This is an optimization exercise on Yosys and OpenROAD, whose aim is small area, not a production implementation.
The RTL was checked by simulation tests, not by an equivalence proof against the original design.
No activity file was given, so power comes from the tool's default toggle rates. The clock port is modelled as an ideal driver; clocking choices that lean on that would not hold on a real chip.

==> flow/design.v <==
package fpga_config_loader_pkg;
    localparam int CFG_BITS = 1020;
    localparam int NBYTES   = (CFG_BITS + 7) / 8;
    localparam int CNT_W    = $clog2(NBYTES);
    localparam logic [7:0] SYNC_BYTE = 8'hA5;
    localparam int BRB_LSB      = 0;
    localparam int BRB_BITS     = 900;
    localparam int IO_BITS      = 30;
    localparam int LEFTIO_LSB   = 900;
    localparam int RIGHTIO_LSB  = 930;
    localparam int TOPIO_LSB    = 960;
    localparam int BOTTOMIO_LSB = 990;
endpackage
module fpga_config_loader_shadow_reg
(
    input  logic                clk,
    input  logic                we,
    input  logic                last,
    input  logic [7:0]          wdata,
    output logic [fpga_config_loader_pkg::CFG_BITS-1:0] q_n
);
    localparam int NB = fpga_config_loader_pkg::NBYTES;
    logic [NB*4-1:0]     lo_n;    
    logic [(NB-1)*4-1:0] hi_n;    
    always_ff @(posedge clk) begin
        if (we) begin
            lo_n <= {~wdata[3:0], lo_n[NB*4-1:4]};
        end
    end
    always_ff @(posedge clk) begin
        if (we && !last) begin
            hi_n <= {~wdata[7:4], hi_n[(NB-1)*4-1:4]};
        end
    end
    always_comb begin
        for (int b = 0; b < NB - 1; b++) begin
            q_n[8*b +: 4]     = lo_n[4*b +: 4];
            q_n[8*b + 4 +: 4] = hi_n[4*b +: 4];
        end
        q_n[8*(NB-1) +: 4] = lo_n[4*(NB-1) +: 4];
    end
endmodule
module fpga_config_loader
(
    input  logic                 clk,
    input  logic                 rst_n,
    input  logic [7:0]           in_data,
    input  logic                 in_valid,
    output logic                 in_ready,
    output logic [fpga_config_loader_pkg::CFG_BITS-1:0]  cfg_out,
    output logic                 cfg_valid,
    output logic                 cfg_done,
    output logic                 cfg_err,
    output logic                 busy
);
    localparam int CFG_BITS = fpga_config_loader_pkg::CFG_BITS;
    localparam int CNT_W    = fpga_config_loader_pkg::CNT_W;
    logic                st_load, st_chk, st_commit, st_err;
    logic [CNT_W-1:0]    cnt;
    logic [7:0]          xsum;
    logic [CFG_BITS-1:0] shadow_n;
    logic [CFG_BITS-1:0] cfg_n;      
    logic                xfer;
    logic                shadow_we;
    logic                last;
    logic                cfg_none;
    assign in_ready  = rst_n && !st_commit && !st_err;
    assign xfer      = in_valid && in_ready;
    assign shadow_we = xfer && st_load;
    assign last      = &cnt;
    assign busy      = st_load || st_chk;
    fpga_config_loader_shadow_reg u_shadow (
        .clk   (clk),
        .we    (shadow_we),
        .last  (last),
        .wdata (in_data),
        .q_n   (shadow_n)
    );
    always_ff @(posedge clk) begin
        if (st_commit) cfg_n <= shadow_n;
    end
    assign cfg_out = ~(cfg_n | {CFG_BITS{cfg_none}});
    assign cfg_valid = ~cfg_none;
    always_ff @(posedge clk or negedge rst_n) begin
        if (!rst_n) cfg_none <= 1'b1;
        else if (st_commit) cfg_none <= 1'b0;
    end
    always_ff @(posedge clk or negedge rst_n) begin
        if (!rst_n) cnt <= '0;
        else if (shadow_we) cnt <= cnt + 1'b1;
    end
    always_ff @(posedge clk) begin
        if (!busy) xsum <= '0;
        else if (shadow_we) xsum <= xsum ^ in_data;
    end
    always_ff @(posedge clk or negedge rst_n) begin
        if (!rst_n) begin
            st_load   <= 1'b0;
            st_chk    <= 1'b0;
            st_commit <= 1'b0;
            st_err    <= 1'b0;
            cfg_done  <= 1'b0;
            cfg_err   <= 1'b0;
        end else begin
            cfg_done  <= st_commit;
            st_commit <= st_chk && xfer && (in_data == xsum);
            st_err    <= st_chk && xfer && (in_data != xsum);
            if (st_err) cfg_err <= 1'b1;
            if (!st_load && !st_chk && xfer && in_data == fpga_config_loader_pkg::SYNC_BYTE) begin
                st_load <= 1'b1;
                cfg_err <= 1'b0;
            end else if (shadow_we && last) begin
                st_load <= 1'b0;
            end
            if (shadow_we && last) st_chk <= 1'b1;
            else if (xfer) st_chk <= 1'b0;
        end
    end
endmodule
==> flow/config.mk <==
export PLATFORM = sky130hd
export DESIGN_NAME = fpga_config_loader
export DESIGN_NICKNAME = fpga_config_loader
export VERILOG_FILES = /design/flow/design.v
export SDC_FILE = /design/flow/constraint.sdc
export NUM_CORES = 4
export LEC_CHECK = 0
export CAP_MARGIN = 20
export CORE_MARGIN = 2
export CORE_UTILIZATION = 60
export SLEW_MARGIN = 20
==> flow/constraint.sdc <==
create_clock -name core_clock -period 10.0 [get_ports {clk}]
set_input_delay 2.0000 -clock core_clock [delete_from_list [all_inputs] [get_ports {clk}]]
set_output_delay 2.0000 -clock core_clock [all_outputs]
set_load 0.01 [all_outputs]
standard.sh (not shown) runs the stock make flow with config.mk's settings and CLKGATE_MAP_FILE= SYNTH_SCRIPT=/design/flow/synth_recipe.tcl, a recipe that flattens the netlist after the stock synthesis.
==> flow/flow/run.sh <==
#!/bin/bash
# Own layout flow: the standard flow (standard synthesis unchanged), with
# the smallest buffer on the ports and a clock tree without dummy loads.
set -euo pipefail
here=$(pwd)
bash standard.sh \
  "BUFFER_PORTS_ARGS=-buffer_cell sky130_fd_sc_hd__buf_1" \
  "CTS_ARGS=-sink_clustering_enable -repair_clock_nets -dont_use_dummy_load -sink_clustering_size 32 -sink_clustering_max_diameter 100" \
  finish > "$here/standard_flow.log" 2>&1
Edit:
==> flow/run.sh (new file) <==
#!/bin/bash
# synth_recipe.tcl (not shown) runs the flow's synth.tcl, then flattens the netlist and writes it again
# the make line also repeats each setting of config.mk as NAME=value (left out here)
make -C /OpenROAD-flow-scripts/flow DESIGN_CONFIG=/design/flow/config.mk WORK_HOME=/design/flow/orfs CLKGATE_MAP_FILE= SYNTH_SCRIPT=/design/flow/synth_recipe.tcl finish
- CORE_UTILIZATION: 60 -> 40
removed: flow/flow/run.sh
removed: flow/standard.sh
The new run finished clean. Flip-flop and latch count is unchanged. Sequential power hardly moves. Utilization fell by 15 points. First-iteration DRC count goes down by about 4%. Wire length climbs by 1.2%. Area after synthesis stays the same.
Edit:
==> flow/flow/run.sh (new file) <==
#!/bin/bash
# Own layout flow: the standard flow (standard synthesis unchanged), with
# the smallest buffer on the ports and a clock tree without dummy loads.
set -euo pipefail
here=$(pwd)
bash standard.sh \
  "BUFFER_PORTS_ARGS=-buffer_cell sky130_fd_sc_hd__buf_1" \
  "CTS_ARGS=-sink_clustering_enable -repair_clock_nets -dont_use_dummy_load -sink_clustering_size 30 -sink_clustering_max_diameter 100" \
  finish > "$here/standard_flow.log" 2>&1
==> flow/standard.sh (new file) <==
#!/bin/bash
# synth_recipe.tcl (not shown) runs the flow's synth.tcl, then flattens the netlist and writes it again
# the make line also repeats each setting of config.mk as NAME=value (left out here)
make -C /OpenROAD-flow-scripts/flow DESIGN_CONFIG=/design/flow/config.mk WORK_HOME=/design/flow/orfs CLKGATE_MAP_FILE= SYNTH_SCRIPT=/design/flow/synth_recipe.tcl "${@:-finish}"
- CAP_MARGIN: 20 -> 5
- CORE_UTILIZATION: 40 -> 70
- PLACE_DENSITY: not set -> 0.8
- SLEW_MARGIN: 20 -> 5
removed: flow/run.sh
Wire length came out lower by 1.7%; hold slack is about the same; design area came out lower by 14%; sequential share of layout area came out higher by 12 points; critical path depth stays the same; worst setup slack improves by 0.065 ns; flip-flop and latch count does not change; count of clock-buffer cells in the layout came out lower by 172; cell count came out lower by 18%; sequential power stays flat; utilization came out higher by 26 points.
Edit:
- CAP_MARGIN: 5 -> 20
- CORE_UTILIZATION: 70 -> 40
- PLACE_DENSITY: 0.8 -> not set
- SLEW_MARGIN: 5 -> 20
=> Global-route usage fell by 15 points; clock-buffer cell count went up by 3; non-clock buffer count rises by 5; first-iteration DRC count falls by well over a third; design area rises slightly; maximum frequency increases by a few percent; cell count came out higher by about a fifth; worst setup slack gains 0.29 ns; clock power goes up by a few percent.

Starts from the design.v that is shown in full above.
clock: 10.0 ns
lec_check: 0
cap_margin: 20
core_margin: 2
core_utilization: 70
place_density: 0.8
slew_margin: 20
==> flow/flow/run.sh <==
#!/bin/bash
# Own layout flow: the standard flow (standard synthesis unchanged), with
# the smallest buffer on the ports and a clock tree without dummy loads.
set -euo pipefail
here=$(pwd)
bash standard.sh \
  "BUFFER_PORTS_ARGS=-buffer_cell sky130_fd_sc_hd__buf_1" \
  "CTS_ARGS=-sink_clustering_enable -repair_clock_nets -dont_use_dummy_load -sink_clustering_size 30 -sink_clustering_max_diameter 100" \
  finish > "$here/standard_flow.log" 2>&1
The first run produced a clean layout.
==> next run, changes <==
--- a/flow/flow/run.sh
+++ b/flow/flow/run.sh
@@ -8 +8 @@
-  "CTS_ARGS=-sink_clustering_enable -repair_clock_nets -dont_use_dummy_load -sink_clustering_size 30 -sink_clustering_max_diameter 100" \
+  "CTS_ARGS=-sink_clustering_enable -repair_clock_nets -dont_use_dummy_load" \
CORE_UTILIZATION = 40   (was 70)
PLACE_DENSITY = default   (was 0.8)
Clock skew shrinks by 0.011 ns.
Cell count grows by 19%.
Power grows by 19%.
Worst setup slack improved by 0.19 ns.
Synthesized cell count stays the same.
Hold slack got worse by 0.0064 ns.
Wire length shrinks by 3.3%.
==> next run, changes <==
--- a/flow/flow/run.sh
+++ b/flow/flow/run.sh
@@ -8 +8 @@
-  "CTS_ARGS=-sink_clustering_enable -repair_clock_nets -dont_use_dummy_load" \
+  "CTS_ARGS=-sink_clustering_enable -repair_clock_nets -dont_use_dummy_load -sink_clustering_size 30 -sink_clustering_max_diameter 100" \
CORE_UTILIZATION = 60   (was 40)
=> Critical path depth is unchanged. Power fell by about a fifth. Global-route usage increases by 9.9 points. Synthesized area is unchanged. Wire length goes up by a few percent. Sequential share of layout area rose by 4.1 points. Synthesized cell count is unchanged.

-- what the ideal ports hide --
How much do the figures lean on ideal ports? The routed layouts below were timed once more, with nothing changed but the port constraints. Step 1, drivers: a clkbuf_16 drives clk and a buf_2 each remaining input, both assumed. Step 2 also shifts input and output timing later by t, the mid clock arrival at the registers, as if the neighbouring blocks saw the same clock. a / b / c = ideal / step 1 / step 2; a / b = the first two.
| run | t (ns) | setup WS [ns] | slew at the worst register clock pin (ns) | cell pins on the clock port's net |
|---|---|---|---|---|
| the first run of note 1 | 0.744 | 4.256 / 4.182 / 4.177 | 0.12 / 0.12 | 1 |
| the second run of note 1 | 0.895 | 4.160 / 4.078 / 3.919 | 0.07 / 0.07 | 1 |
| the third run of note 1 | 0.736 | 4.225 / 4.155 / 4.241 | 0.11 / 0.11 | 1 |
| the fourth run of note 1 | 0.748 | 4.518 / 4.434 / 4.513 | 0.11 / 0.11 | 1 |
| the first run of note 2 | 0.736 | 4.242 / 4.171 / 4.334 | 0.11 / 0.11 | 1 |
| the second run of note 2 | 0.870 | 4.427 / 4.344 / 4.518 | 0.06 / 0.06 | 1 |
| the third run of note 2 | 0.742 | 4.264 / 4.189 / 4.152 | 0.11 / 0.11 | 1 |
After both steps setup and hold are still met in every run listed. The setup slack of the second run of note 1, which loses most, moves by -0.082 ns with the drivers and by -0.241 ns with both steps.
